Context: an optimization exercise on an open-source flow, tuned for small area, a short achievable clock period and few clock cycles per item. The choices shown serve that exercise and are no tape-out recipe.
The RTL was checked by simulation tests, not by an equivalence proof against the original design.
Power is estimated from default activity; no workload was simulated.

File: flow/config.mk
export PLATFORM = sky130hd
export DESIGN_NAME = seq_alu
export DESIGN_NICKNAME = seq_alu
export VERILOG_FILES = /design/flow/design.v
export SDC_FILE = /design/flow/constraint.sdc
export NUM_CORES = 4
export LEC_CHECK = 0
export ABC_AREA = 1
export CAP_MARGIN = 20
export CORE_MARGIN = 2
export CORE_UTILIZATION = 40
export SETUP_SLACK_MARGIN = 3.5
export SLEW_MARGIN = 20
File: flow/constraint.sdc
create_clock -name core_clock -period 8.0 [get_ports {clk}]
set_input_delay 1.6000 -clock core_clock [delete_from_list [all_inputs] [get_ports {clk}]]
set_output_delay 1.6000 -clock core_clock [all_outputs]
set_load 0.01 [all_outputs]
File: flow/design.v
module seq_alu (
  input  logic        clk,
  input  logic        clear_n,
  input  logic        start,
  input  logic [5:0]  op,
  input  logic [31:0] A,
  input  logic [31:0] B,
  output logic        busy,
  output logic        done,
  output logic [31:0] result_lo,
  output logic [31:0] result_hi,
  output logic        carry_out,
  output logic        div_zero,
  output logic        illegal_op
);
  localparam int K     = 4;             
  localparam int NSTEP = 16 / K;
  localparam logic [31:0] K0 = 32'h5555_5556;   
  logic        s_mul, s_mfin, s_d0, s_dit;   
  logic        busy_q, done_q;
  logic [31:0] a_q, b_q;
  logic [4:0]  r_q;                     
  logic [4:0]  cnt_q;
  logic v_add, v_sub, v_neg, v_and, v_or, v_xor, v_not;
  logic v_shl, v_shr, v_sra, v_rot, v_dz, v_ill;
  logic mfirst_q;
  logic [31:0] lo_q, hi_q;
  logic        sx_q;                    
  logic        cx_q;                    
  logic [3*K-1:0] bc_q;                 
  logic [1:0]  cr_q;                    
  logic [2*K-1:0] rls_q, rlc_q;         
  logic        rln_q;                   
  logic        qneg_q;
  logic [4:0]  pa_q, pb_q;
  logic        na_q, nb_q, ca_q, cb_q;
  logic        carry_q, dz_q, ill_q;
  logic accept;
  assign accept = start & ~busy_q;
  function automatic logic [31:0] por(input logic [31:0] x);
    logic [31:0] p;
    p = x;
    p = p | {p[30:0], 1'b0};
    p = p | {p[29:0], 2'b0};
    p = p | {p[27:0], 4'b0};
    p = p | {p[23:0], 8'b0};
    p = p | {p[15:0], 16'b0};
    por = p;
  endfunction
  function automatic logic [31:0] cneg(input logic [31:0] x, input logic s);
    logic [31:0] p;
    p = por(x);
    cneg = x ^ ({32{s}} & {p[30:0], 1'b0});
  endfunction
  function automatic logic [4:0] topone(input logic [31:0] x);
    logic [15:0] v1;  logic [15:0] p1;
    logic [7:0]  v2;  logic [15:0] p2;
    logic [3:0]  v3;  logic [11:0] p3;
    logic [1:0]  v4;  logic [7:0]  p4;
    for (int i = 0; i < 16; i++) begin
      v1[i] = x[2*i+1] | x[2*i];
      p1[i] = x[2*i+1];
    end
    for (int i = 0; i < 8; i++) begin
      v2[i] = v1[2*i+1] | v1[2*i];
      p2[2*i+:2] = v1[2*i+1] ? {1'b1, p1[2*i+1]} : {1'b0, p1[2*i]};
    end
    for (int i = 0; i < 4; i++) begin
      v3[i] = v2[2*i+1] | v2[2*i];
      p3[3*i+:3] = v2[2*i+1] ? {1'b1, p2[2*(2*i+1)+:2]} : {1'b0, p2[2*(2*i)+:2]};
    end
    for (int i = 0; i < 2; i++) begin
      v4[i] = v3[2*i+1] | v3[2*i];
      p4[4*i+:4] = v3[2*i+1] ? {1'b1, p3[3*(2*i+1)+:3]} : {1'b0, p3[3*(2*i)+:3]};
    end
    topone = v4[1] ? {1'b1, p4[7:4]} : {1'b0, p4[3:0]};
  endfunction
  logic [31:0] ya, yb;
  assign ya = A ^ {32{A[31]}};
  assign yb = B ^ {32{B[31]}};
  localparam int W = 34 + 2*K + 2;
  logic [K-1:0]  bneg, bone, btwo;
  logic [33:0]   ppx [K];
  logic [33:0]   pp [K];
  logic [32:0]   s_in, c_in;
  logic [33:0]   a1, a2;
  assign s_in = mfirst_q ? 33'd0 : {sx_q, hi_q};
  assign c_in = mfirst_q ? 33'd0 : {cx_q, b_q};
  assign a1   = {{2{a_q[31]}}, a_q};
  assign a2   = {a_q[31], a_q, 1'b0};
  function automatic logic [3*K-1:0] brec(input logic [2*K:0] m);
    logic [3*K-1:0] r;
    for (int j = 0; j < K; j++) begin
      r[3*j]   = m[2*j+1] ^ m[2*j];                                               
      r[3*j+1] = (m[2*j+2] & ~m[2*j+1] & ~m[2*j]) | (~m[2*j+2] & m[2*j+1] & m[2*j]);  
      r[3*j+2] = m[2*j+2] & ~(m[2*j+1] & m[2*j]);                               
    end
    brec = r;
  endfunction
  always_comb begin
    for (int j = 0; j < K; j++) begin
      bone[j] = bc_q[3*j];
      btwo[j] = bc_q[3*j+1];
      bneg[j] = bc_q[3*j+2];
      ppx[j]  = ((a1 & {34{bone[j]}}) | (a2 & {34{btwo[j]}})) ^ {34{bneg[j]}};
      pp[j]   = {~ppx[j][33], ppx[j][32:0]};
    end
  end
  logic [W-1:0] rows [K+2];
  always_comb begin
    for (int j = 0; j < K; j++) begin
      rows[j] = W'(pp[j]) << (2*j);
      if (j > 0) rows[j][2*j-2] = bneg[j-1];
    end
    rows[K]   = W'(s_in);
    rows[K+1] = W'(c_in);
  end
  logic [W-1:0] ms, mc;
  logic [W-1:0] l1s, l1c, l2s, l2c, l3s, l3c, l4s, l4c;
  assign l1s = rows[0] ^ rows[1] ^ rows[2];
  assign l1c = {((rows[0][W-2:0] & rows[1][W-2:0]) | (rows[0][W-2:0] & rows[2][W-2:0]) |
                 (rows[1][W-2:0] & rows[2][W-2:0])), 1'b0};
  assign l2s = rows[3] ^ rows[4] ^ rows[5];
  assign l2c = {((rows[3][W-2:0] & rows[4][W-2:0]) | (rows[3][W-2:0] & rows[5][W-2:0]) |
                 (rows[4][W-2:0] & rows[5][W-2:0])), 1'b0};
  assign l3s = l1s ^ l1c ^ l2s;
  assign l3c = {((l1s[W-2:0] & l1c[W-2:0]) | (l1s[W-2:0] & l2s[W-2:0]) |
                 (l1c[W-2:0] & l2s[W-2:0])), 1'b0};
  assign l4s = l3s ^ l3c ^ l2c;
  assign l4c = {((l3s[W-2:0] & l3c[W-2:0]) | (l3s[W-2:0] & l2c[W-2:0]) |
                 (l3c[W-2:0] & l2c[W-2:0])), 1'b0};
  assign ms = l4s;
  assign mc = l4c;
  logic [2*K+1:0] ret;
  assign ret = {2'b0, rls_q} + {2'b0, rlc_q} + ((2*K+2)'(rln_q) << (2*K-2)) + {{(2*K){1'b0}}, cr_q};
  logic [39:0] fx, fy, kc, fs, fc;
  always_comb begin
    fx = {hi_q, rls_q};
    fy = {b_q, rlc_q};
    kc = {K0, 1'b0, rln_q, 4'd0, cr_q};
    fs = fx ^ fy ^ kc;
    fc = {((fx[38:0] & fy[38:0]) | (fx[38:0] & kc[38:0]) | (fy[38:0] & kc[38:0])), 1'b0};
  end
  logic        add_inv, add_useb, add_hi;
  logic [39:0] add_x, add_y;
  logic [40:0] add_sum;
  logic [32:0] add_s;
  assign add_hi   = s_dit;
  assign add_inv  = v_sub | v_neg | add_hi;
  assign add_useb = v_add | v_sub | add_hi;
  assign add_x    = s_mfin ? fs : {(add_hi ? hi_q : a_q) ^ {32{add_inv}}, {8{add_inv}}};
  assign add_y    = s_mfin ? fc : {b_q & {32{add_useb}}, 8'd0};
  assign add_sum  = {1'b0, add_x} + {1'b0, add_y} + {40'd0, add_inv};
  assign add_s    = add_sum[40:8];
  logic [6:0]  la, lb, sdiff;
  assign la    = na_q ? {2'b0, pa_q} + 7'd1 + {6'd0, ca_q} : {6'd0, ca_q};
  assign lb    = nb_q ? {2'b0, pb_q} + 7'd1 + {6'd0, cb_q} : {6'd0, cb_q};
  assign sdiff = la - lb;                 
  logic [4:0]  ramt;
  logic [31:0] rin, ng2;
  logic [31:0] rot, rt0, rt1, rt2, rt3;
  assign ramt = s_d0 ? sdiff[4:0] : r_q;
  assign rin  = s_d0 ? ng2 : b_q;
  assign rt0 = ramt[0] ? {rin[30:0], rin[31]}    : rin;
  assign rt1 = ramt[1] ? {rt0[29:0], rt0[31:30]} : rt0;
  assign rt2 = ramt[2] ? {rt1[27:0], rt1[31:28]} : rt1;
  assign rt3 = ramt[3] ? {rt2[23:0], rt2[31:24]} : rt2;
  assign rot = ramt[4] ? {rt3[15:0], rt3[31:16]} : rt3;
  logic [31:0] therm, smask;
  always_comb begin
    for (int i = 0; i < 32; i++) therm[i] = (5'(i) >= a_q[4:0]);
  end
  always_comb begin
    for (int i = 0; i < 32; i++) smask[i] = v_shl ? therm[i] : therm[31 - i];
  end
  logic [31:0] alu_lo;
  always_comb begin
    alu_lo = ({32{v_add | v_sub | v_neg}} & add_s[31:0])
           | ({32{v_and}} & (a_q & b_q))
           | ({32{v_or}}  & (a_q | b_q))
           | ({32{v_xor}} & (a_q ^ b_q))
           | ({32{v_not}} & ~a_q)
           | ({32{v_rot}} & rot)
           | ({32{v_shl | v_shr | v_sra}} & rot & smask)
           | ({32{v_sra & b_q[31]}} & ~smask)
           | {32{v_dz}};
  end
  logic [32:0] dsub;
  logic        qb;
  logic [31:0] qn, rn, qfin, rfin, ng_in, ng, ng2_in;
  assign dsub = {1'b0, hi_q} - {1'b0, b_q};
  assign qb   = ~dsub[32];
  assign qn   = {lo_q[30:0], qb};
  assign rn   = qb ? dsub[31:0] : hi_q;
  assign ng_in  = s_d0 ? a_q : hi_q;
  assign ng     = cneg(ng_in, ~s_d0 | a_q[31]);
  assign ng2_in = s_d0 ? b_q : {1'b0, lo_q[30:0]};
  assign ng2    = cneg(ng2_in, ~s_d0 | b_q[31]);
  assign qfin   = qneg_q ? (qb ? {~lo_q[30:0], 1'b1} : {ng2[30:0], 1'b0}) : qn;
  assign rfin   = a_q[31] ? (qb ? add_s[31:0] : ng) : rn;
  logic bz, single, m_first, m_step, d_early, d_align, d_step, d_last;
  assign bz      = (B == 32'd0);
  assign single  = v_add | v_sub | v_neg | v_and | v_or | v_xor | v_not | v_shl | v_shr |
                   v_sra | v_rot | v_dz | v_ill;
  assign m_first = s_mul & mfirst_q;
  assign m_step  = s_mul & ~mfirst_q;
  assign d_early = s_d0 & sdiff[6];
  assign d_align = s_d0 & ~sdiff[6];
  assign d_last  = s_dit & (cnt_q == 5'd0);
  assign d_step  = s_dit & (cnt_q != 5'd0);
  logic        lo_en, hi_en, fin;
  logic [31:0] lo_d, hi_d, b_d;
  assign fin   = single | s_mfin | d_early | d_last;    
  assign lo_en = fin | s_mul | s_d0 | s_dit;
  assign hi_en = lo_en;
  always_comb begin
    lo_d = ({32{single}}  & alu_lo)
         | ({32{m_first}} & {ret[2*K-1:0], b_q[31:2*K]})
         | ({32{m_step}}  & {ret[2*K-1:0], lo_q[31:2*K]})
         | ({32{s_mfin}}  & {add_sum[7:0], lo_q[31:8]})
         | ({32{d_step}}  & qn)
         | ({32{d_last}}  & qfin);
    hi_d = ({32{v_dz}}    & a_q)
         | ({32{s_mul}}   & ms[2*K+31:2*K])
         | ({32{s_mfin}}  & add_sum[39:8])
         | ({32{d_early}} & a_q)
         | ({32{d_align}} & ng)
         | ({32{d_step}}  & rn)
         | ({32{d_last}}  & rfin);
    b_d  = ({32{~busy_q}}  & B)
         | ({32{s_mul}}   & mc[2*K+31:2*K])
         | ({32{d_align}} & rot)
         | ({32{d_step}}  & {1'b0, b_q[31:1]});
  end
  always_ff @(posedge clk) begin
    if (lo_en) lo_q <= lo_d;
    if (hi_en) hi_q <= hi_d;
    if (~busy_q | s_mul | d_align | d_step) b_q <= b_d;
    if (!busy_q) begin
      a_q    <= A;
      r_q    <= (op == 6'd7 || op == 6'd9 || op == 6'd13) ? 5'd0 - A[4:0] : A[4:0];
      qneg_q <= A[31] ^ B[31];
      pa_q   <= topone(ya);
      pb_q   <= topone(yb);
      na_q   <= |ya;
      nb_q   <= |yb;
      ca_q   <= A[31] & (&(~ya[31:1] | ya[30:0]));
      cb_q   <= B[31] & (&(~yb[31:1] | yb[30:0]));
    end
    if (fin) begin
      carry_q <= single & (v_add | v_sub) & add_s[32];
      dz_q    <= single & v_dz;
      ill_q   <= single & v_ill;
    end
    if (!busy_q) begin
      bc_q <= brec({B[2*K-1:0], 1'b0});
    end else if (s_mul) begin
      bc_q <= mfirst_q ? brec(b_q[4*K-1:2*K-1]) : brec(lo_q[4*K-1:2*K-1]);
    end
    if (s_mul) begin
      cr_q  <= mfirst_q ? 2'd0 : ret[2*K+1:2*K];
      sx_q  <= ms[2*K+32];
      cx_q  <= mc[2*K+32];
      rls_q <= ms[2*K-1:0];
      rlc_q <= mc[2*K-1:0];
      rln_q <= bneg[K-1];
    end
    if (s_mul | d_align | d_step) begin
      cnt_q <= d_align ? sdiff[4:0] : cnt_q - 5'd1;
    end else if (accept) begin
      cnt_q <= 5'(NSTEP - 1);
    end
    done_q   <= fin;
    mfirst_q <= accept & (op == 6'd6);
    s_mul    <= (s_mul & (cnt_q != 5'd0)) | (accept & (op == 6'd6));
    s_mfin   <= s_mul & (cnt_q == 5'd0);
    s_d0     <= accept & (op == 6'd2) & ~bz;
    s_dit    <= d_align | d_step;
    busy_q   <= (s_mul & (cnt_q != 5'd0)) | (d_align & (sdiff[4:0] != 5'd0)) |
                (d_step & (cnt_q != 5'd1)) | (accept & ((op == 6'd6) | ((op == 6'd2) & ~bz)));
    v_add <= accept & (op == 6'd0);
    v_sub <= accept & (op == 6'd1);
    v_dz  <= accept & (op == 6'd2) & bz;
    v_and <= accept & (op == 6'd3);
    v_or  <= accept & (op == 6'd4);
    v_xor <= accept & (op == 6'd5);
    v_shr <= accept & (op == 6'd7);
    v_shl <= accept & (op == 6'd8);
    v_rot <= accept & ((op == 6'd9) | (op == 6'd10));
    v_neg <= accept & (op == 6'd11);
    v_not <= accept & (op == 6'd12);
    v_sra <= accept & (op == 6'd13);
    v_ill <= accept & (op > 6'd13);
    if (!clear_n) begin
      s_mul  <= 1'b0;
      s_mfin <= 1'b0;
      s_d0   <= 1'b0;
      s_dit  <= 1'b0;
      busy_q <= 1'b0;
      done_q <= 1'b0;
      v_add <= 1'b0; v_sub <= 1'b0; v_neg <= 1'b0; v_and <= 1'b0; v_or <= 1'b0;
      v_xor <= 1'b0; v_not <= 1'b0; v_shl <= 1'b0; v_shr <= 1'b0; v_sra <= 1'b0;
      v_rot <= 1'b0; v_dz <= 1'b0; v_ill <= 1'b0;
      mfirst_q <= 1'b0;
    end
  end
  assign busy       = busy_q;
  assign done       = done_q;
  assign result_lo  = lo_q;
  assign result_hi  = hi_q;
  assign carry_out  = carry_q;
  assign div_zero   = dz_q;
  assign illegal_op = ill_q;
endmodule
File: flow/run.sh
#!/bin/bash
# synth_recipe.tcl (not shown) runs the flow's synth.tcl, then flattens the netlist and writes it again
# the make line also repeats each setting of config.mk as NAME=value (left out here)
make -C /OpenROAD-flow-scripts/flow DESIGN_CONFIG=/design/flow/config.mk WORK_HOME=/design/flow/orfs CLKGATE_MAP_FILE= SYNTH_SCRIPT=/design/flow/synth_recipe.tcl finish
==> notes.md, run 1 <==
- The run finished with no timing, DRC or antenna violations.
- The count of buffers from port buffering is 141.
- The portion of synthesized area spent on multiplexers is 0%.
- The longest clock path from root to sink contains 3 buffers.
- The number of H-tree levels is 1.
- TritonCTS built the clock tree.
- In the global route stage, overall resource usage came out at between 50% and 60%.
- The distinct cell type count of the synthesized netlist is 63.
- From synthesis to final layout, the design area changed by 12.90%.
- The simple logic cell fraction of the synthesized area is 28.39%.
- For the final routed database, the setup TNS stands at 0 ns.
- The cell at the root of the clock tree is sky130_fd_sc_hd__clkbuf_16.
- The first-pass iteration count of the detailed router is 8.
- Yosys attributes the largest share of cell area to sky130_fd_sc_hd__edfxtp_1 16%, sky130_fd_sc_hd__nand2_1 11%, sky130_fd_sc_hd__nand3_1 11%.
- The worst hold path terminates at ill_q.
- The top cell types in the final layout, fill and taps aside, are 1004 x sky130_fd_sc_hd__nand2_1, 718 x sky130_fd_sc_hd__nand3_1, 590 x sky130_fd_sc_hd__inv_1.
- After detailed routing, the total wire length is 226700 µm.
- In this run the power density over the cells is 161.5 mW/mm².
- The cell count after synthesis is 5128.
- The count of flip-flops with a built-in enable after synthesis is 184.
- Sequential cells burn 22.2% of the power.
- The critical path is of the reg2reg type.
- The area fraction in compound gates after synthesis is 19.68%.
- The TritonCTS buffer count is 30.
- The total power is 6.184 mW.
- The largest fanout of any net on the critical path is 12.
- The quantity of hold-fixing buffers added after cts is 0.
- Setup repair after global routing could not meet its margin everywhere.
- The hold violation total from the final report came to 0.
- The internal power component is 3.114 mW.
- The placement-stage worst setup slack is roughly 2.6 ns.
- Data on the critical path is required at its endpoint by 8.34 ns.
- The post-synthesis net count is 5554.
- In the synthesized netlist the async set-or-reset flop fraction comes to 0%.
- The parity-gate share of the synthesized area counting xor and xnor cells is about 6.9%.
- In this run, synthesis produced a sequential element count of 204.
- The number of clock sinks is slightly above 200.
- The initial utilization of the core area, before any placement, comes to 40.46%.
- Summing the areas of all fa, ha and maj instances in the mapped netlist gives 15.88% of the synthesized area.
- The leakage power is 17.09 nW.
- In the post-route analysis, the smallest setup slack over all paths is approximately 3.4 ns.
- The endpoint of the lowest-slack register-to-register path is lo_q[26].
- The analysis attributes to net switching a power of 3.071 mW.
- The number of cell instances on the worst register-to-register path is 18.
- The floorplan step set the die height to 295.2 µm.
- Across the run, the number of max-cap violations was 0.
- The boundary pin count is 142.
- The share of total power in combinational logic is 55.8%.
- After detailed routing, the number of vias per cell comes to between 6 and 7.
- Across the VDD grid, the largest voltage drop is 0.1649 mV.
- The core region area is around 0.084 mm².
- For the final database, setup skew stands at 0.02552 ns.
- The worst hold path begins at v_ill.
- After the last flow step, the layout net total stands at 5593.
- The final estimated routing congestion in global placement is 1.143.
- The die outline width is 295.2 µm.
- In this run the core area contains ~110 standard-cell rows.
- The sequential fraction of the synthesis area is 17.47%.
- The source-to-sink clock delay at the later pin of the worst-skew pair is about 0.63 ns.
- Dividing the detail-routed wire length by the instance count gives 35.66 µm.
- The detail route stage leaves a number of antenna-violating nets equal to 0.
- Entering global routing, the biggest net connects 75 pins.
- For this run, the leading register cell type out of synthesis is sky130_fd_sc_hd__edfxtp_1.
- The share of layout cells above drive strength 1 is 7.572%.
- The final cell count without fillers is 6358.
- After global routing the overflow that remains totals 0.
- The commonest non-fill, non-tap cell in the layout is sky130_fd_sc_hd__nand2_1.
- Setup violations remaining at the end of the flow were counted as 0.
- The measured slew at the worst slew-check pin is 1.277 ns.
- The portion of synthesized cell area occupied by the leading cell type is 16.29%.
- The class of the most critical hold timing path is reg2reg.
- After routing the design area is 0.03829 mm².
- The startpoint of the lowest-slack register-to-register path is a_q[17].
- The worst path needs 4.559 ns of the cycle, external delays included.
- The number of global-route vias before repair is ~38000.
- The placement-stage cell area is 0.03610 mm².
- Fill cells in the final layout number around 9000.
- The per-instance average area after synthesis is 6.613 µm².
- The dominant combinational cell family by area after synthesis is simple AND/OR/NAND/NOR gates.
- The initial antenna violation count came to 25.
- The fraction of power spent switching nets is 49.65%.
- After synthesis the cells add up to 0.03391 mm².
- Static timing analysis puts the maximum clock frequency at 219.3 MHz.
- The total count of max-transition violations in the final report came to 0.
- The worst slew margin relative to its limit is 13.95%.
- For the worst setup path, the data arrival time is 4.90 ns.
- After legalization and detailed placement, the total HPWL measured 173600 µm.
- The via total after detailed routing is between 40000 and 50000.
- The worst setup path is captured at a flip-flop.
- The proportion of power drawn by the clock network is ~22%.
- In the finished design, the share of the clock period the worst path needs comes to 56.99%.
- The number of placed instances with taps included is 6185.
- Along the worst hold path, the cell count comes to 0.
- For this block, the initial DRC count from the detailed router was 7077.
- The detailed-route DRC error count is 0.
- The number of synthesis warnings is 4.
- The first global-routing pass estimated 304700 µm of wire.
- The worst setup path is launched from a flip-flop.
- The setup check on the worst reg-to-reg path leaves a slack of 3.44 ns.
- The largest total area in the synthesized netlist belongs to sky130_fd_sc_hd__edfxtp_1.
- The die covers 0.08712 mm².
- After clock tree synthesis, the clock-pin slew on the worst setup and hold paths is 0.06 ns.
state kept, by name, summed over array words and instances (netlist names), 2 cells and up:
register and flops:
pb_q 5, pa_q 5, cr_q 2, a_q 31, lo_q 32, r_q 5, b_q 32, rls_q 8
bc_q 12, cnt_q 5, hi_q 32, rlc_q 6
power by group through the flow:
stage	logic, mW	registers [mW]	clock network [mW]
final	3.45	1.37	1.36
after CTS	3.18	1.37	1.34
after detailed placement	3.12	1.41	0
after floorplan	1.76	1.32	0
after global routing	3.60	1.37	1.37
after global placement	3.09	1.41	0
metrics by stage:
step / hold slack [ns] / util (%)
finish: 0.5236 / 45.68
global route: 0.5265 / 45.58
CTS: 0.5113 / 44.62
detailed placement: 0.5026 / 43.07
global placement: 0.5062 / 43.07
floorplan: 0.4244 / -
cell families after synthesis:
kind of cell / after synthesis
flip-flops: 204
XOR/XNOR: 269
AND/OR/NAND/NOR: 2212
buffers and inverters: 972
adder cells (fa/ha/maj): 353
AO/OA/AOI/OAI: 1118
routing by layer:
metal | track usage [%] | vias up | share of wire [%]
met2 | 67.48 | 3729 | 38
met4 | 35.40 | 22 | 8.6
met5 | 0 | - | 0.087
met3 | 24.01 | 772 | 16
met1 | 62.95 | 20100 | 37
li1 | - | 17600 | -
how the worst max path moves through the flow:
| stage | start | to | cells after the start |
|---|---|---|---|
| 6_report | a_q[17] | lo_q[26] | 18 |
| 3_3_place_gp | b_q[11] | hi_q[24] | 16 |
| 5_1_grt | cb_q | hi_q[21] | 16 |
| 2_1_floorplan | s_mul | hi_q[0] | 4 |
| 3_5_place_dp | b_q[11] | hi_q[24] | 16 |
| 4_1_cts | b_q[2] | hi_q[16] | 16 |
final cells by class:
class | count | area [µm²] | share of cell area, %
Clock inverter | 20 | 187.7 | 0.4902
Sequential cell | 204 | 5938 | 15.51
Timing Repair Buffer | 333 | 2963 | 7.739
Inverter | 642 | 2511 | 6.559
Tap cell | 1134 | 1419 | 3.706
Timing Repair inverter | 4 | 30.03 | 0.07843
Clock buffer | 35 | 769.5 | 2.010
Multi-Input combinational cell | 3952 | 24380 | 63.69
Antenna cell | 34 | 85.08 | 0.2222
repair_timing:
action	4_1_cts	5_1_grt
setup buffers	24	56
setup endpoints to repair	65	72
gates cloned	2	2
gates resized for setup	33	91
pin swaps	1	2
worst max-delay path: stages (launching register included):
cell and delay, ns:
sky130_fd_sc_hd__edfxtp_1 0.53, sky130_fd_sc_hd__inv_1 0.09, sky130_fd_sc_hd__buf_4 0.36, sky130_fd_sc_hd__o21ai_0 0.18, sky130_fd_sc_hd__a21oi_1 0.18, sky130_fd_sc_hd__o21ai_0 0.11, sky130_fd_sc_hd__o21ai_1 0.21, sky130_fd_sc_hd__ha_2 0.42
sky130_fd_sc_hd__inv_1 0.07, sky130_fd_sc_hd__o21bai_1 0.11, sky130_fd_sc_hd__a31oi_1 0.29, sky130_fd_sc_hd__o21ai_0 0.27, sky130_fd_sc_hd__a221oi_2 0.36, sky130_fd_sc_hd__nand3_1 0.18, sky130_fd_sc_hd__or2_2 0.34, sky130_fd_sc_hd__nand3_1 0.21
sky130_fd_sc_hd__nand3_1 0.18, sky130_fd_sc_hd__inv_1 0.10, sky130_fd_sc_hd__nand3_1 0.07
cells in the mapped netlist (15+ instances only):
| library cell | count |
|---|---|
| sky130_fd_sc_hd__ha_1 | 224 |
| sky130_fd_sc_hd__dfxtp_1 | 20 |
| sky130_fd_sc_hd__clkbuf_1 | 193 |
| sky130_fd_sc_hd__nand3_1 | 719 |
| sky130_fd_sc_hd__o21ai_0 | 359 |
| sky130_fd_sc_hd__nand4_1 | 54 |
| sky130_fd_sc_hd__edfxtp_1 | 184 |
| sky130_fd_sc_hd__nand2_1 | 1006 |
| sky130_fd_sc_hd__a21oi_1 | 254 |
| sky130_fd_sc_hd__clkinv_1 | 15 |
| sky130_fd_sc_hd__buf_2 | 54 |
| sky130_fd_sc_hd__o221ai_1 | 47 |
| sky130_fd_sc_hd__a31oi_1 | 28 |
| sky130_fd_sc_hd__buf_1 | 35 |
| sky130_fd_sc_hd__o211ai_1 | 80 |
| sky130_fd_sc_hd__xor2_1 | 206 |
| sky130_fd_sc_hd__xnor2_1 | 63 |
| sky130_fd_sc_hd__buf_4 | 36 |
| sky130_fd_sc_hd__nor4_1 | 23 |
| sky130_fd_sc_hd__inv_1 | 616 |
| sky130_fd_sc_hd__fa_1 | 129 |
| sky130_fd_sc_hd__o21ai_1 | 40 |
| sky130_fd_sc_hd__o22ai_1 | 170 |
| sky130_fd_sc_hd__nor3_1 | 38 |
| sky130_fd_sc_hd__o2111ai_1 | 20 |
| sky130_fd_sc_hd__nor2_1 | 316 |
| sky130_fd_sc_hd__a221oi_1 | 32 |
Testbench counts, summed over its fixed seeds: cycles 21,956, ops 8,000.
==> inputs of run 2 (changes only) <==
--- a/flow/design.v
+++ b/flow/design.v
@@ -34,4 +34,3 @@
   logic        qneg_q;
-  logic [4:0]  pa_q, pb_q;
-  logic        na_q, nb_q, ca_q, cb_q;
+  logic [5:0]  la_q, lb_q;              
   logic        carry_q, dz_q, ill_q;
@@ -77,5 +76,10 @@
   endfunction
-  logic [31:0] ya, yb;
-  assign ya = A ^ {32{A[31]}};
-  assign yb = B ^ {32{B[31]}};
+  function automatic logic [5:0] blen(input logic [31:0] x);
+    logic [31:0] t;
+    logic        nz, c;
+    t  = {1'b0, x[30:0] ^ x[31:1]};
+    nz = |t;
+    c  = x[31] & (&(x[31:1] | ~x[30:0]));
+    blen = (nz ? {1'b0, topone(t)} + 6'd1 : 6'd0) + {5'd0, c};
+  endfunction
   localparam int W = 34 + 2*K + 2;
@@ -143,3 +147,3 @@
   end
-  logic        add_inv, add_useb, add_hi;
+  logic        add_inv, add_useb;
   logic [39:0] add_x, add_y;
@@ -147,6 +151,5 @@
   logic [32:0] add_s;
-  assign add_hi   = s_dit;
-  assign add_inv  = v_sub | v_neg | add_hi;
-  assign add_useb = v_add | v_sub | add_hi;
-  assign add_x    = s_mfin ? fs : {(add_hi ? hi_q : a_q) ^ {32{add_inv}}, {8{add_inv}}};
+  assign add_inv  = v_sub | v_neg;
+  assign add_useb = v_add | v_sub;
+  assign add_x    = s_mfin ? fs : {a_q ^ {32{add_inv}}, {8{add_inv}}};
   assign add_y    = s_mfin ? fc : {b_q & {32{add_useb}}, 8'd0};
@@ -154,11 +157,9 @@
   assign add_s    = add_sum[40:8];
-  logic [6:0]  la, lb, sdiff;
-  assign la    = na_q ? {2'b0, pa_q} + 7'd1 + {6'd0, ca_q} : {6'd0, ca_q};
-  assign lb    = nb_q ? {2'b0, pb_q} + 7'd1 + {6'd0, cb_q} : {6'd0, cb_q};
-  assign sdiff = la - lb;                 
+  logic [6:0]  sdiff;
+  assign sdiff = {1'b0, la_q} - {1'b0, lb_q};    
   logic [4:0]  ramt;
-  logic [31:0] rin, ng2;
+  logic [31:0] rin;
   logic [31:0] rot, rt0, rt1, rt2, rt3;
   assign ramt = s_d0 ? sdiff[4:0] : r_q;
-  assign rin  = s_d0 ? ng2 : b_q;
+  assign rin  = b_q;
   assign rt0 = ramt[0] ? {rin[30:0], rin[31]}    : rin;
@@ -187,15 +188,17 @@
   end
-  logic [32:0] dsub;
-  logic        qb;
-  logic [31:0] qn, rn, qfin, rfin, ng_in, ng, ng2_in;
-  assign dsub = {1'b0, hi_q} - {1'b0, b_q};
-  assign qb   = ~dsub[32];
+  logic        dneg;
+  logic [32:0] dx, dy, dsub, zt;
+  logic        dz0, qb;
+  logic [31:0] qn, rn, qfin, ng2;
+  assign dneg = a_q[31];
+  assign dx   = {hi_q[31], hi_q};
+  assign dy   = dneg ? {1'b0, b_q} : {1'b1, ~b_q};
+  assign dsub = dx + dy + {32'd0, ~dneg};
+  assign zt   = (dx ^ dy) ^ {(dx[31:0] | dy[31:0]), 1'b0};
+  assign dz0  = ~|zt;
+  assign qb   = dneg ? (dsub[32] | dz0) : ~dsub[32];
   assign qn   = {lo_q[30:0], qb};
   assign rn   = qb ? dsub[31:0] : hi_q;
-  assign ng_in  = s_d0 ? a_q : hi_q;
-  assign ng     = cneg(ng_in, ~s_d0 | a_q[31]);
-  assign ng2_in = s_d0 ? b_q : {1'b0, lo_q[30:0]};
-  assign ng2    = cneg(ng2_in, ~s_d0 | b_q[31]);
+  assign ng2    = cneg({1'b0, lo_q[30:0]}, 1'b1);
   assign qfin   = qneg_q ? (qb ? {~lo_q[30:0], 1'b1} : {ng2[30:0], 1'b0}) : qn;
-  assign rfin   = a_q[31] ? (qb ? add_s[31:0] : ng) : rn;
   logic bz, single, m_first, m_step, d_early, d_align, d_step, d_last;
@@ -210,7 +213,5 @@
   assign d_step  = s_dit & (cnt_q != 5'd0);
-  logic        lo_en, hi_en, fin;
+  logic        fin;
   logic [31:0] lo_d, hi_d, b_d;
   assign fin   = single | s_mfin | d_early | d_last;    
-  assign lo_en = fin | s_mul | s_d0 | s_dit;
-  assign hi_en = lo_en;
   always_comb begin
@@ -225,7 +226,5 @@
          | ({32{s_mfin}}  & add_sum[39:8])
-         | ({32{d_early}} & a_q)
-         | ({32{d_align}} & ng)
-         | ({32{d_step}}  & rn)
-         | ({32{d_last}}  & rfin);
-    b_d  = ({32{~busy_q}}  & B)
+         | ({32{s_d0}}    & a_q)
+         | ({32{s_dit}}   & rn);
+    b_d  = ({32{~busy_q}}  & ((op == 6'd2) ? cneg(B, B[31]) : B))
          | ({32{s_mul}}   & mc[2*K+31:2*K])
@@ -235,39 +234,24 @@
   always_ff @(posedge clk) begin
-    if (lo_en) lo_q <= lo_d;
-    if (hi_en) hi_q <= hi_d;
-    if (~busy_q | s_mul | d_align | d_step) b_q <= b_d;
+    lo_q <= lo_d;
+    hi_q <= hi_d;
+    b_q  <= b_d;
     if (!busy_q) begin
       a_q    <= A;
-      r_q    <= (op == 6'd7 || op == 6'd9 || op == 6'd13) ? 5'd0 - A[4:0] : A[4:0];
       qneg_q <= A[31] ^ B[31];
-      pa_q   <= topone(ya);
-      pb_q   <= topone(yb);
-      na_q   <= |ya;
-      nb_q   <= |yb;
-      ca_q   <= A[31] & (&(~ya[31:1] | ya[30:0]));
-      cb_q   <= B[31] & (&(~yb[31:1] | yb[30:0]));
-    end
-    if (fin) begin
-      carry_q <= single & (v_add | v_sub) & add_s[32];
-      dz_q    <= single & v_dz;
-      ill_q   <= single & v_ill;
-    end
-    if (!busy_q) begin
-      bc_q <= brec({B[2*K-1:0], 1'b0});
-    end else if (s_mul) begin
-      bc_q <= mfirst_q ? brec(b_q[4*K-1:2*K-1]) : brec(lo_q[4*K-1:2*K-1]);
-    end
-    if (s_mul) begin
-      cr_q  <= mfirst_q ? 2'd0 : ret[2*K+1:2*K];
-      sx_q  <= ms[2*K+32];
-      cx_q  <= mc[2*K+32];
-      rls_q <= ms[2*K-1:0];
-      rlc_q <= mc[2*K-1:0];
-      rln_q <= bneg[K-1];
-    end
-    if (s_mul | d_align | d_step) begin
-      cnt_q <= d_align ? sdiff[4:0] : cnt_q - 5'd1;
-    end else if (accept) begin
-      cnt_q <= 5'(NSTEP - 1);
     end
+    r_q  <= (op == 6'd7 || op == 6'd9 || op == 6'd13) ? 5'd0 - A[4:0] : A[4:0];
+    la_q <= blen(A);
+    lb_q <= blen(B);
+    carry_q <= single & (v_add | v_sub) & add_s[32];
+    dz_q    <= single & v_dz;
+    ill_q   <= single & v_ill;
+    bc_q  <= ~s_mul ? brec({B[2*K-1:0], 1'b0}) :
+             mfirst_q ? brec(b_q[4*K-1:2*K-1]) : brec(lo_q[4*K-1:2*K-1]);
+    cr_q  <= mfirst_q ? 2'd0 : ret[2*K+1:2*K];
+    sx_q  <= ms[2*K+32];
+    cx_q  <= mc[2*K+32];
+    rls_q <= ms[2*K-1:0];
+    rlc_q <= mc[2*K-1:0];
+    rln_q <= bneg[K-1];
+    cnt_q <= accept ? 5'(NSTEP - 1) : s_d0 ? sdiff[4:0] : cnt_q - 5'd1;
     done_q   <= fin;
--- a/flow/config.mk
+++ b/flow/config.mk
@@ -11,3 +11,3 @@
 export CORE_UTILIZATION = 40
-export SETUP_SLACK_MARGIN = 3.5
+export SETUP_SLACK_MARGIN = 4.5
 export SLEW_MARGIN = 20
==> notes.md, run 2 <==
- The run finished with no timing, DRC or antenna violations.
- Summed over all cells, the static leakage comes to 18.83 nW.
- The maximum operating frequency is 277.9 MHz.
- Counting the buffers created by CTS gives 29.
- Among all stages on the critical path, the largest delay is contributed by sky130_fd_sc_hd__ha_2.
- The prevailing post-synth register cell is sky130_fd_sc_hd__dfxtp_1.
- The cell count after synthesis is 5117.
- The clock passes through at most 3 buffers.
- The total count of max-transition violations in the final report came to 0.
- Ranked by instance count, the synthesized netlist is headed by 1239 x sky130_fd_sc_hd__nand2_1, 673 x sky130_fd_sc_hd__inv_1, 636 x sky130_fd_sc_hd__nand3_1, 417 x sky130_fd_sc_hd__nor2_1, 302 x sky130_fd_sc_hd__ha_1.
- In this run the standard cell core region covers 0.07913 mm².
- The type of the worst setup path is reg2reg.
- The final estimated routing congestion in global placement is roughly 1.1.
- Dividing total power by cell area gives a power density of 150.5 mW/mm².
- The cell area that synthesis handed to floorplanning was 0.03200 mm².
- The per-instance average area after synthesis is between 6 and 7 µm².
- The count of final setup violators is 0.
- The largest single stage delay on the critical path is approximately 0.42 ns.
- The die outline width is 286.8 µm.
- The hold violation total from the final report came to 0.
- The signal on the critical path passes through buf_8 > clkinvlp_4 > ha_4 > mux2i_1 > ha_2 > nand2_1 > nor2_2 > nand2_1 > nor3_1 > o21ai_0 > nand3_2 > nand3_2 > nor2_1 > nand2_1.
- Setup repair after global routing could not meet its margin everywhere.
- In the final layout, the share of cells above drive strength 1 is 16.85%.
- The measured slew at the worst slew-check pin is between 1 and 1.5 ns.
- STA puts the critical path data required time at 8.52 ns.
- Leaving out fill and tap cells, the most frequent cells in the layout are 1203 x sky130_fd_sc_hd__nand2_1, 598 x sky130_fd_sc_hd__inv_1, 582 x sky130_fd_sc_hd__nand3_1.
- After clock tree synthesis, the clock-pin slew on the worst setup and hold paths is approximately 0.06 ns.
- The cell at the root of the clock tree is sky130_fd_sc_hd__clkbuf_16.
- The minimum clock period after layout is 3.599 ns.
- In the final design database the tool counted 5816 nets.
- Of all flip-flops after synthesis, the portion carrying an async set or reset was 0%.
- The detailed-route wire length is 196100 µm.
- Buffers placed on the I/O ports in this run total around 140.
- Global routing consumed, over all layers together, 45.95% of the routing resources.
- The die area is between 0.08 and 0.09 mm².
- Summed over its instances, the top area cell type makes up roughly 15% of the synthesized netlist area.
- STA classifies the critical path startpoint as a flip-flop.
- 142 I/O pins were placed.
- The count of flip-flops with a built-in enable after synthesis is 33.
- The worst setup path is captured at a flip-flop.
- CTS built an H-tree with a depth of 1.
- In this run the core area contains 103 standard-cell rows.
- The worst slew margin relative to its limit is between 10 and 15%.
- Summed over all nets, the half-perimeter wirelength after detailed placement is 149800 µm.
- In this run the worst path has a maximum fanout of 8.
- The data arrival at the endpoint of the critical path is 4.12 ns.
- Excluding fillers, the count of instances in the completed layout stands at 6390.
- The library cell appearing most often on the critical path is sky130_fd_sc_hd__nand2_1.
- CTS saw 203 sinks.
- The initial antenna violation count was 13.
- The violation count after the first detailed-route iteration is 5782.
- In the routed layout, each cell is associated on average with a via count of 6.151.
- Once placement finished, the instance area stood at 0.03425 mm².
- The minimum setup slack among reg-to-reg paths is 4.40 ns.
- The post-synthesis net count is 5621.
- After detailed routing, the average wire length per cell comes to 30.68 µm.
- IR analysis of the VDD net gives a maximum drop of 0.1800 mV.
- The area growth from synthesis to layout is 22.98%.
- Dividing the final minimum period by the clock period gives 44.99%.
- The number of placed instances with taps included is 6114.
- TritonCTS built the clock tree.
- The post-route worst hold slack is 0.4099 ns.
- The distinct cell type count of the synthesized netlist is 55.
- Global routing finished with a remaining overflow of 0.
- The min-delay analysis places its worst path in the category reg2reg.
- The first-pass iteration count of the detailed router is 8.
- After detailed routing, the number of remaining DRC violations is 0.
- The quantity of hold-fixing buffers added after cts is 0.
- The maximum number of pins on one net before global-route repair is 61.
- From bottom edge to top edge, the die measures 286.8 µm.
- The setup clock skew after layout is 0.02318 ns.
- The post-synthesis sequential element count is 203.
- By area the synthesized netlist is led by sky130_fd_sc_hd__nand2_1 15%, sky130_fd_sc_hd__ha_1 12%, sky130_fd_sc_hd__dfxtp_1 11%.
- Of all cell types, the one taking the most synthesized area is sky130_fd_sc_hd__nand2_1.
- The via total after detailed routing is 39310.
- The initial cell density of the core is 40.44%.
- The design area is 0.03935 mm².
- The number of synthesis warnings is 4.
- Clock latency on the worst-skew pair, taken at its later pin, is 0.64 ns.
- The number of global-route vias before repair is roughly 36000.
- The commonest non-fill, non-tap cell in the layout is sky130_fd_sc_hd__nand2_1.
- The number of antenna-violating nets in the routed design is 0.
- The first global-routing pass estimated 270100 µm of wire.
- The most frequently used cell type in the post-synthesis netlist is sky130_fd_sc_hd__nand2_1.
- The number of max-cap violations is 0.
- The sequential fraction of the synthesis area is 13.73%.
- The sum of negative setup slack is 0 ns.
## run 2: changes by cell type in the layout (fill, tap and decap cells not counted), sizes merged, moves of 36 or more
cell,previous run,this run
nand2,1014,1246
edfxtp,184,33
dfxtp,20,170
o21ai,404,257
buf,192,283
nor2,329,420
ha,224,302
nand3,720,643
clkdlybuf4s50,139,77
inv,609,662
xnor2,63,16
clkbuf,37,77
o211ai,80,44
## run 2: cell type report
cell class	count	area [µm²]
clock inverters	15	195.2
diodes	5	12.51
clock buffers	39	817.0
inverters	700	2798
repair buffers	426	3874
well taps	1050	1314
flip-flops and latches	203	4502
fillers	8412	39770
repair inverters	5	38.79
multi-input cells	3947	25800
## run 2: critical path: cells and delay by family (launching register included)
family | cells | cell delay [ns]
compound gates | 1 | 0.20
fa+ha+maj | 2 | 0.79
buf+inv | 2 | 0.54
flops | 1 | 0.34
mux | 1 | 0.07
simple gates | 8 | 1.53
## run 2: layer usage
layer / share of wire, % / track usage [%]
met2: 40 / 66.35
met4: 9.7 / 34.15
met5: 0.075 / 0.8140
met3: 13 / 16.71
met1: 36 / 55.73
## run 2: report_power, final
part / internal (mW) / switching [mW]
clock network: 0.821 / 0.613
registers: 1.12 / 0.113
logic: 1.17 / 2.08
total: 3.11 / 2.81
## run 2: worst paths after layout
check,start,end,depth (start not counted)
setup reg to reg,b_q[8],lo_q[10],14
hold reg to reg,v_ill,ill_q,0
hold / removal,v_ill,ill_q,0
setup / recovery,b_q[8],lo_q[10],14
## run 2: metrics by stage
step           utilization (%)  total power [mW]  setup WS [ns]
3_5_place_dp             43.28             4.077          2.602
4_1_cts                  47.47             5.631          4.391
3_3_place_gp             43.28             4.105          2.591
5_1_grt                  49.72             6.169          4.420
2_1_floorplan                -             2.909          4.374
6_report                 49.73             5.922          4.401
## run 2: kinds of logic (layout without fill, tap and decap cells)
family	count (synthesis)	count (layout)	synth area share, %
buffers and inverters	973	1185	12.05
flip-flops	203	203	13.73
AND/OR/NAND/NOR	2445	2451	32.39
adder cells (fa/ha/maj)	431	431	19.88
AO/OA/AOI/OAI	818	818	15.12
other	0	5	0
multiplexers	17	17	0.5356
XOR/XNOR	230	230	6.295
## run 2: what timing repair did
item                                    in CTS  in global routing
setup buffers                              120                 80
pin swaps                                   24                 60
endpoints found under the setup margin     132                101
resized for setup                          391                388
gates cloned                                13                  4
Testbench counts of run 2, summed over its fixed seeds: cycles 21,956, ops 8,000.
==> inputs of run 3 (changes only) <==
--- a/flow/config.mk
+++ b/flow/config.mk
@@ -11,3 +11,3 @@
 export CORE_UTILIZATION = 40
-export SETUP_SLACK_MARGIN = 4.5
+export SETUP_SLACK_MARGIN = 4.0
 export SLEW_MARGIN = 20
==> notes.md, run 3 <==
- The hold violation total from the final report is 0.
- The worst hold path was traced through 0 stages.
- The kind of launch point of the worst setup path is a flip-flop.
- In the synthesized netlist the dominant register cell turns out to be sky130_fd_sc_hd__dfxtp_1.
- The clock passes through at most 3 buffers.
- The number of nets in the synthesized netlist is 5621.
- The placed wire-length estimate is 143500 µm.
- At the worst endpoint, the arrival time is approximately 4.6 ns.
- The number of max-cap violations is 0.
- The leakage power is between 15 and 20 nW.
- At the end of the flow the core is filled with cells to 45.83%.
- The maximum vdd drop is 0.1720 mV.
- The area growth from synthesis to layout is 13.33%.
- The element type at the critical path end is a flip-flop.
- The class of the most critical hold timing path is reg2reg.
- The most frequently used cell type in the post-synthesis netlist is sky130_fd_sc_hd__nand2_1.
- The maximum operating frequency is 242.3 MHz.
- The initial antenna violation count came to 6.
- The measured slew at the worst slew-check pin is 1.321 ns.
- Clock-pin slew was measured on the worst setup and hold paths at 0.06 ns.
- The number of global-route vias before repair came to 34680.
- The total overflow left after global routing is 0.
- Measured along the x axis, the die boundary spans 286.8 µm.
- Setup violations remaining at the end of the flow were counted as 0.
- Summed over its instances, the top area cell type makes up 14.53% of the synthesized netlist area.
- Counting cells, the worst reg-to-reg path comes to 10.
- Buffers inserted during clock tree synthesis total 30.
- Once the floorplan was initialized, standard cells occupied roughly 40% of the core.
- By area the synthesized netlist is led by sky130_fd_sc_hd__nand2_1 15%, sky130_fd_sc_hd__ha_1 12%, sky130_fd_sc_hd__dfxtp_1 11%.
- The share of layout cells above drive strength 1 is 6.682%.
- Entering global routing, the biggest net connects 67 pins.
- The source-to-sink clock delay at the later pin of the worst-skew pair is roughly 0.66 ns.
- The first detailed-routing pass ran for 6 iterations.
- The routed via count divided by cell count is a little over 6.
- The vertical die dimension is 286.8 µm.
- The number of H-tree levels is 1.
- Counting I/O delays and the setup requirement, the final critical path takes 4.127 ns.
- In this run the critical register-to-register path is captured at hi_q[14].
- Leaving out fill and tap cells, the most frequent cell in the layout is sky130_fd_sc_hd__nand2_1.
- The ratio of final minimum period to clock period is 51.59%.
- The number of fillers in the final layout is between 8000 and 9000.
- The run finished with no timing, DRC or antenna violations.
- 142 I/O pins were placed.
- The number of clock sinks is 203.
- In this run, synthesis inferred 33 flip-flops with an integrated enable.
- In this run the clock root is driven by a sky130_fd_sc_hd__clkbuf_16.
- The via total after detailed routing is 37810.
- In this run the critical register-to-register path is launched from a_q[21].
- The post-detailed-route wirelength per cell is approximately 29 µm.
- The largest area contributor in the synthesized netlist is sky130_fd_sc_hd__nand2_1.
- In this run the tool buffered the top-level ports with 141 buffer cells.
- The CTS tree is done.
- Synthesis instantiated between 50 and 60 different standard cells from the library.
- The sum of negative setup slack is 0 ns.
- The worst setup path is of the reg2reg kind.
- The final estimated routing congestion in global placement is 1.133.
- Setup repair after global routing left no endpoint under its margin.
- Ranked by instance count, the synthesized netlist is headed by 1239 x sky130_fd_sc_hd__nand2_1, 673 x sky130_fd_sc_hd__inv_1, 636 x sky130_fd_sc_hd__nand3_1, 417 x sky130_fd_sc_hd__nor2_1, 302 x sky130_fd_sc_hd__ha_1.
- The beginning of the critical path is a_q[21].
- The largest fanout of any net on the critical path is 11.
- After the last flow step, the layout net total stands at ~5700.
- The setup clock skew after layout is 0.05595 ns.
- The number of synthesis warnings is 4.
- The sequential fraction of the synthesis area is 13.73%.
- The post-synthesis sequential element count is just over 200.
- The detailed-route wire length is 182000 µm.
- The proportion of register bits with asynchronous set or reset after synthesis is 0%.
- Summing every instance area after synthesis gives around 0.032 mm².
- The number of hold buffers added after CTS was 0.
- The first-pass GRT wire length is 252300 µm.
- The detailed-route DRC error count is 0.
- The core region area is 0.07913 mm².
- For flop-to-flop paths, the worst setup slack is 3.87 ns.
- The number of antenna-violating nets in the routed design is 0.
- Headroom to the max-slew limit came out at around 9.7%.
- Dividing the synthesized area by the synthesized cell count gives 6.254 µm².
- The number of cell rows is just over 100.
- In the layout the commonest cells are 1235 x sky130_fd_sc_hd__nand2_1, 647 x sky130_fd_sc_hd__inv_1, 630 x sky130_fd_sc_hd__nand3_1.
- The endpoint of the worst setup timing path is hi_q[14].
- Counting every instance in the synthesized netlist gives 5117.
- For this block, the initial DRC count from the detailed router was 5512.
- The critical path required time is roughly 8.5 ns.
- Total power for the finished layout comes to a little under 6 mW.
- The die covers 0.08228 mm².
- The power density of the placed cells is 159.0 mW/mm².
- In the global route stage, overall resource usage came out at 42.63%.
- The total count of max-transition violations in the final report is 0.
-- run 3: cell counts after synthesis --
No cell type changed its count.
-- run 3: what timing repair did --
item,in CTS,in global routing
setup buffers,9,50
setup endpoints to repair,82,85
cloned,4,4
gates resized for setup,45,105
pin swaps,2,5
-- run 3: stage by stage --
| step | cells | hold slack, ns | cell area [µm²] | setup WS, ns |
|---|---|---|---|---|
| floorplan | 5117 | 0.3290 | 32000 | 4.125 |
| global placement | 6106 | 0.4369 | 34060 | 2.791 |
| detailed placement | 6106 | 0.4264 | 34060 | 2.762 |
| CTS | 6174 | 0.4370 | 35440 | 4.001 |
| global route | 6228 | 0.4378 | 36250 | 3.988 |
| finish | 6234 | 0.4348 | 36260 | 3.873 |
-- run 3: worst max-delay path, stage by stage, from the launching register on --
cell and delay, ns:
sky130_fd_sc_hd__edfxtp_1 0.82, sky130_fd_sc_hd__inv_1 0.48, sky130_fd_sc_hd__o22ai_1 0.26, sky130_fd_sc_hd__xor2_1 0.19, sky130_fd_sc_hd__fa_1 0.47, sky130_fd_sc_hd__fa_1 0.50
sky130_fd_sc_hd__inv_1 0.05, sky130_fd_sc_hd__fa_1 0.50, sky130_fd_sc_hd__nor2_1 0.08, sky130_fd_sc_hd__a21oi_1 0.42, sky130_fd_sc_hd__nand3_1 0.15
-- run 3: routing by layer --
| metal | track usage, % | share of wire, % | routed length (µm) | vias up |
|---|---|---|---|---|
| met5 | 0 | 0.038 | 70 | - |
| met4 | 31.11 | 9.3 | 16900 | 6 |
| met3 | 14.17 | 13 | 23300 | 592 |
| met2 | 61.74 | 40 | 73290 | 2485 |
| met1 | 52.68 | 38 | 68450 | 17840 |
| li1 | - | - | - | 16890 |
-- run 3: logic make-up after synthesis --
logic type | Yosys count | share of synthesized area (%)
AO/OA/AOI/OAI | 818 | 15.12
XOR/XNOR | 230 | 6.295
adder cells (fa/ha/maj) | 431 | 19.88
buffers and inverters | 973 | 12.05
flip-flops | 203 | 13.73
multiplexers | 17 | 0.5356
AND/OR/NAND/NOR | 2445 | 32.39
-- run 3: how the worst min path moves through the flow --
stage | slack (ns) | startpoint | to
after global routing | 0.44 | v_ill | ill_q
after global placement | 0.44 | v_ill | ill_q
final | 0.43 | v_ill | ill_q
after floorplan | 0.33 | bc_q[11] | rln_q
after detailed placement | 0.43 | v_ill | ill_q
after CTS | 0.44 | v_ill | ill_q
-- run 3: area by class of cell --
class	count	area, µm²	share of cell area (%)
Clock inverter	25	391.6	1.080
Clock buffer	30	750.7	2.070
Multi-Input combinational cell	3945	24090	66.42
Timing Repair inverter	3	20.02	0.05520
Inverter	700	2738	7.549
Tap cell	1050	1314	3.623
Antenna cell	6	15.01	0.04140
Sequential cell	203	4433	12.22
Timing Repair Buffer	272	2516	6.938
-- run 3: power breakdown --
part	internal (mW)	switching, mW	total (mW)
combinational	1.03	1.87	2.90
sequential	1.12	0.142	1.26
clock	0.934	0.666	1.60
total	3.08	2.68	5.77
==> inputs of run 4 (changes only) <==
--- a/flow/design.v
+++ b/flow/design.v
@@ -23,3 +23,4 @@
   logic [4:0]  cnt_q;
-  logic v_add, v_sub, v_neg, v_and, v_or, v_xor, v_not;
+  logic v_arith, v_inv, v_useb, v_carry;   
+  logic [3:0] v_tt;                         
   logic v_shl, v_shr, v_sra, v_rot, v_dz, v_ill;
@@ -151,4 +152,4 @@
   logic [32:0] add_s;
-  assign add_inv  = v_sub | v_neg;
-  assign add_useb = v_add | v_sub;
+  assign add_inv  = v_inv;
+  assign add_useb = v_useb;
   assign add_x    = s_mfin ? fs : {a_q ^ {32{add_inv}}, {8{add_inv}}};
@@ -178,7 +179,5 @@
   always_comb begin
-    alu_lo = ({32{v_add | v_sub | v_neg}} & add_s[31:0])
-           | ({32{v_and}} & (a_q & b_q))
-           | ({32{v_or}}  & (a_q | b_q))
-           | ({32{v_xor}} & (a_q ^ b_q))
-           | ({32{v_not}} & ~a_q)
+    alu_lo = ({32{v_arith}} & add_s[31:0])
+           | (a_q & b_q & {32{v_tt[3]}}) | (a_q & ~b_q & {32{v_tt[2]}})
+           | (~a_q & b_q & {32{v_tt[1]}}) | (~a_q & ~b_q & {32{v_tt[0]}})
            | ({32{v_rot}} & rot)
@@ -194,3 +193,3 @@
   assign dx   = {hi_q[31], hi_q};
-  assign dy   = dneg ? {1'b0, b_q} : {1'b1, ~b_q};
+  assign dy   = {~dneg, b_q};              
   assign dsub = dx + dy + {32'd0, ~dneg};
@@ -205,3 +204,3 @@
   assign bz      = (B == 32'd0);
-  assign single  = v_add | v_sub | v_neg | v_and | v_or | v_xor | v_not | v_shl | v_shr |
+  assign single  = v_arith | (|v_tt) | v_shl | v_shr |
                    v_sra | v_rot | v_dz | v_ill;
@@ -230,4 +229,4 @@
          | ({32{s_mul}}   & mc[2*K+31:2*K])
-         | ({32{d_align}} & rot)
-         | ({32{d_step}}  & {1'b0, b_q[31:1]});
+         | ({32{d_align}} & (rot ^ {32{~dneg}}))
+         | ({32{d_step}}  & {~dneg, b_q[31:1]});
   end
@@ -244,3 +243,3 @@
     lb_q <= blen(B);
-    carry_q <= single & (v_add | v_sub) & add_s[32];
+    carry_q <= v_carry & add_s[32];
     dz_q    <= single & v_dz;
@@ -264,8 +263,9 @@
                 (d_step & (cnt_q != 5'd1)) | (accept & ((op == 6'd6) | ((op == 6'd2) & ~bz)));
-    v_add <= accept & (op == 6'd0);
-    v_sub <= accept & (op == 6'd1);
+    v_arith <= accept & ((op == 6'd0) | (op == 6'd1) | (op == 6'd11));
+    v_inv   <= accept & ((op == 6'd1) | (op == 6'd11));
+    v_useb  <= accept & ((op == 6'd0) | (op == 6'd1));
+    v_carry <= accept & ((op == 6'd0) | (op == 6'd1));
     v_dz  <= accept & (op == 6'd2) & bz;
-    v_and <= accept & (op == 6'd3);
-    v_or  <= accept & (op == 6'd4);
-    v_xor <= accept & (op == 6'd5);
+    v_tt  <= {4{accept}} & ((op == 6'd3) ? 4'b1000 : (op == 6'd4) ? 4'b1110 :
+                            (op == 6'd5) ? 4'b0110 : (op == 6'd12) ? 4'b0011 : 4'b0000);
     v_shr <= accept & (op == 6'd7);
@@ -273,4 +273,2 @@
     v_rot <= accept & ((op == 6'd9) | (op == 6'd10));
-    v_neg <= accept & (op == 6'd11);
-    v_not <= accept & (op == 6'd12);
     v_sra <= accept & (op == 6'd13);
@@ -284,4 +282,4 @@
       done_q <= 1'b0;
-      v_add <= 1'b0; v_sub <= 1'b0; v_neg <= 1'b0; v_and <= 1'b0; v_or <= 1'b0;
-      v_xor <= 1'b0; v_not <= 1'b0; v_shl <= 1'b0; v_shr <= 1'b0; v_sra <= 1'b0;
+      v_arith <= 1'b0; v_inv <= 1'b0; v_useb <= 1'b0; v_carry <= 1'b0; v_tt <= 4'd0;
+      v_shl <= 1'b0; v_shr <= 1'b0; v_sra <= 1'b0;
       v_rot <= 1'b0; v_dz <= 1'b0; v_ill <= 1'b0;
--- a/flow/config.mk
+++ b/flow/config.mk
@@ -11,3 +11,3 @@
 export CORE_UTILIZATION = 40
-export SETUP_SLACK_MARGIN = 4.0
+export SETUP_SLACK_MARGIN = 4.5
 export SLEW_MARGIN = 20
==> notes.md, run 4 <==
- Leaving out fill and tap cells, the most frequent cell in the layout is sky130_fd_sc_hd__nand2_1.
- The vertical die dimension is 282.8 µm.
- The hold violation total from the final report is 0.
- After floorplanning, the core was divided into 102 placement rows.
- In the layout the commonest cells are 1274 x sky130_fd_sc_hd__nand2_1, 591 x sky130_fd_sc_hd__inv_1, 524 x sky130_fd_sc_hd__nand3_1.
- After synthesis, the largest family of logic cells by area is simple AND/OR/NAND/NOR gates.
- Of the post-synthesis cell area, the dominant cell type holds 15.74%.
- Sequential elements use 14.13% of the synthesized area.
- Pin placement for this block handled ~140 I/O pins.
- Sorting the synthesized cells by area gives the leading types as sky130_fd_sc_hd__nand2_1 16%, sky130_fd_sc_hd__dfxtp_1 11%, sky130_fd_sc_hd__nand3_1 9.3%.
- For this design the static power due to leakage is 17.82 nW.
- TritonCTS built the clock tree.
- The violation count after the first detailed-route iteration is a little under 6000.
- For this run, asynchronously set or reset flops after synthesis account for 0%.
- The detailed-routing wirelength on met1 is 69070 µm.
- The number of fillers in the final layout is 8236.
- The kind of launch point of the worst setup path is a flip-flop.
- The routed via count divided by cell count is 6.179.
- The cell with the largest stage delay on the worst path is sky130_fd_sc_hd__fa_1.
- The aggregate global-route resource usage is between 40 and 50%.
- The cell count after synthesis is 5078.
- The parity-gate share of the synthesized area counting xor and xnor cells is 5.182%.
- Walking the worst path, the cells encountered are buf_6 > clkinvlp_4 > buf_4 > xor2_1 > inv_1 > ha_1 > inv_1 > fa_1 > inv_1 > ha_1 > nand2_1 > o21ai_0 > a31oi_1 > o21ai_1.
- The die area is 0.07999 mm².
- Power spread over the standard cell area amounts to 148.5 mW/mm².
- The count of flip-flops with a built-in enable after synthesis is 33.
- STA puts the critical path data arrival time at 4.03 ns.
- The overall overflow remaining after global route is 0.
- The type of the worst setup path is reg2reg.
- The detailed-route wire length is 183900 µm.
- The largest total area in the synthesized netlist belongs to sky130_fd_sc_hd__nand2_1.
- The area growth from synthesis to layout is 20.87%.
- Summed over all nets, wire length on met3 after detailed routing comes to 24480 µm.
- The via total after detailed routing is 38970.
- The area of the mapped netlist is 0.03110 mm².
- The final net count is 5647.
- The setup clock skew after layout is 0.05068 ns.
- Clock tree synthesis found a total of 203 sinks.
- Setup repair after global routing could not meet its margin everywhere.
- The most frequently used cell type in the post-synthesis netlist is sky130_fd_sc_hd__nand2_1.
- Along the worst path, the maximum fanout reaches 31.
- The library cell appearing most often on the critical path is sky130_fd_sc_hd__inv_1.
- In the synthesized netlist the dominant register cell turns out to be sky130_fd_sc_hd__dfxtp_1.
- The CTS clock-pin slew for the worst setup and hold paths is roughly 0.070 ns.
- The minimum setup slack among reg-to-reg paths is 4.45 ns.
- The maximum operating frequency is between 200 and 300 MHz.
- The maximum vdd drop is 0.1394 mV.
- The highest layer used for signal routing is met5.
- The final estimated routing congestion in global placement is 1.124.
- The core region is 0.07721 mm².
- In the post-route analysis, the smallest setup slack over all paths is 4.449 ns.
- The element type at the critical path end is a flip-flop.
- The initial antenna violation count is 16.
- Yosys printed 4 warnings.
- Summing internal, switching and leakage power gives 5.583 mW.
- The final core utilization is 48.68%.
- In this run, synthesis produced a sequential element count of 203.
- The share of layout cells above drive strength 1 is 15.70%.
- The post-detailed-route wirelength per cell is around 29 µm.
- The first detailed-routing pass took 9 iterations.
- The synthesized netlist devotes 17.91% of its cell area to compound gates.
- The simple logic cell fraction of the synthesized area is 33.41%.
- The worst-case clock buffer depth is 3.
- The number of global-route vias before repair is 35280.
- The count of final setup violators is 0.
- In this run, CTS created clock tree buffers numbering 27.
- The number of H-tree levels is 1.
- In the detailed route, the total length drawn on met2 is 73550 µm.
- The placed wire-length estimate is 141600 µm.
- The distinct cell type count of the synthesized netlist is 57.
- In the routed design, unresolved DRC markers number 0.
- The die outline width is roughly 280 µm.
- The per-instance average area after synthesis is 6.124 µm².
- Once the floorplan was initialized, standard cells occupied between 40% and 50% of the core.
- The total count of max-transition violations in the final report was 0.
- By count the netlist is led by 1304 x sky130_fd_sc_hd__nand2_1, 678 x sky130_fd_sc_hd__inv_1, 577 x sky130_fd_sc_hd__nand3_1, 382 x sky130_fd_sc_hd__nor2_1, 232 x sky130_fd_sc_hd__o21ai_0.
- Prior to clock tree synthesis, the placed netlist has a worst setup slack of roughly 3.3 ns.
- The count of buffers from port buffering is 141.
- Summing the areas of all fa, ha and maj instances in the mapped netlist gives 16.78% of the synthesized area.
- The first-pass GRT wire length is 255600 µm.
- At the worst endpoint, the required time is between 8 and 9 ns.
- After routing, the total negative slack on setup checks comes to 0 ns.
- When the netlist entered floorplanning its net count stood at 5490.
- The source-to-sink clock delay at the later pin of the worst-skew pair is 0.63 ns.
- The measured slew at the worst slew-check pin is 1.288 ns.
- The minimum clock period after layout is 3.551 ns.
- The cell at the root of the clock tree is sky130_fd_sc_hd__clkbuf_16.
- In the synthesized netlist, mux cells make up less than 1% of the area.
- The min-delay analysis places its worst path in the category reg2reg.
- The flow ran to the end and the layout has no timing, DRC or antenna violations.
- The count of nets left with antenna violations once routing finished came out at 0.
- Of the available clock period, the critical path in the final layout requires 44.39%.
- On the worst path, the slowest cell contributes a delay of 0.47 ns.
- The multi-input combinational cells in the finished layout cover a total of 0.02445 mm².
- The tool flagged a number of max-cap violations equal to 0.
- The critical path's top delay family is adder cells.
- The flip-flop and latch area is about 0.0045 mm².
- Entering global routing, the biggest net connects 63 pins.
- The count of buffering cells on the critical path with inverters included is 6.
- The worst slew margin relative to its limit is 14.10%.
-- run 4: kinds of logic (layout without fill, tap and decap cells) --
family          Yosys count  after routing
flops                   203            203
other cells               0             11
fa+ha+maj               339            339
mux                       1              1
simple gates           2440           2445
buf+inv                 980           1153
xor+xnor                184            184
compound gates          931            931
-- run 4: path summary, 6_finish.rpt --
check	startpoint	end	depth (start not counted)
setup / recovery	bc_q[5]	b_q[27]	14
hold / removal	v_ill	ill_q	0
setup reg to reg	bc_q[5]	b_q[27]	14
hold reg to reg	v_ill	ill_q	0
-- run 4: power breakdown --
| group | total [mW] | switching (mW) | internal (mW) |
|---|---|---|---|
| Clock | 1.33 | 0.590 | 0.737 |
| Sequential | 1.25 | 0.121 | 1.13 |
| Combinational | 3.00 | 1.93 | 1.07 |
| Total | 5.58 | 2.64 | 2.94 |
-- run 4: stage by stage --
| step | area [µm²] | hold slack, ns | instances |
|---|---|---|---|
| after detailed placement | 33130 | 0.4031 | 6045 |
| after floorplan | 31160 | 0.3290 | 5078 |
| final | 37590 | 0.4074 | 6307 |
| after global routing | 37570 | 0.4026 | 6299 |
| after global placement | 33130 | 0.4017 | 6045 |
| after CTS | 35760 | 0.4121 | 6190 |
-- run 4: area by class of cell --
cell class | count | area share (%)
Antenna cell | 11 | 0.07323
Clock inverter | 19 | 0.5259
Clock buffer | 31 | 1.891
Timing Repair inverter | 2 | 0.03994
Tap cell | 1040 | 3.462
Sequential cell | 203 | 11.92
Inverter | 700 | 7.633
Timing Repair Buffer | 401 | 9.403
Multi-Input combinational cell | 3900 | 65.05
-- run 4: per-layer routing --
| metal | global-route usage, % | vias to the layer above |
|---|---|---|
| met4 | 30.06 | 12 |
| met2 | 64.06 | 2811 |
| met1 | 56.30 | 18320 |
| met3 | 14.47 | 725 |
| li1 | - | 17110 |
| met5 | 0.9768 | - |
-- run 4: timing repair --
| item | in CTS | in global routing |
|---|---|---|
| resized for setup | 373 | 343 |
| endpoints found under the setup margin | 120 | 106 |
| hold buffers | 0 | 0 |
| cloned | 6 | 3 |
| pin swaps | 14 | 61 |
| setup buffers | 89 | 103 |
Testbench counts of run 4, summed over its fixed seeds: cycles 21,956, ops 8,000.

what the ideal ports hide:
How much do the figures lean on ideal ports? The routed layouts below were timed once more, with nothing changed but the port constraints. Step 1 (the two cells are an assumption about what drives the block):
set clk [get_ports {clk}]
set_driving_cell -lib_cell sky130_fd_sc_hd__clkbuf_16 $clk
set_driving_cell -lib_cell sky130_fd_sc_hd__buf_2 [delete_from_list [all_inputs] $clk]
Step 2 adds t to the input delays and takes it off the output delays; t is the mean of the earliest and latest rising clock arrival at the registers after step 1. Input paths then give back, and output paths get back, about the clock's delay inside the block. a / b / c = ideal / step 1 / step 2; a / b = the first two.
run	t (ns)	slack for setup (ns)	hold WS [ns]	worst setup path at the end
run 1	0.690	3.441 / 3.441 / 3.086	0.524 / 0.524 / 0.524	input to register
run 2	0.698	4.401 / 4.387 / 4.000	0.410 / 0.410 / 0.410	input to register
run 3	0.705	3.873 / 3.873 / 3.495	0.435 / 0.435 / 0.435	input to register
run 4	0.672	4.449 / 4.439 / 3.888	0.407 / 0.407 / 0.407	input to register
After both steps every run listed still meets setup and hold. For run 4, which loses most, drivers alone change the setup slack by -0.010 ns; drivers and shift together by -0.561 ns.
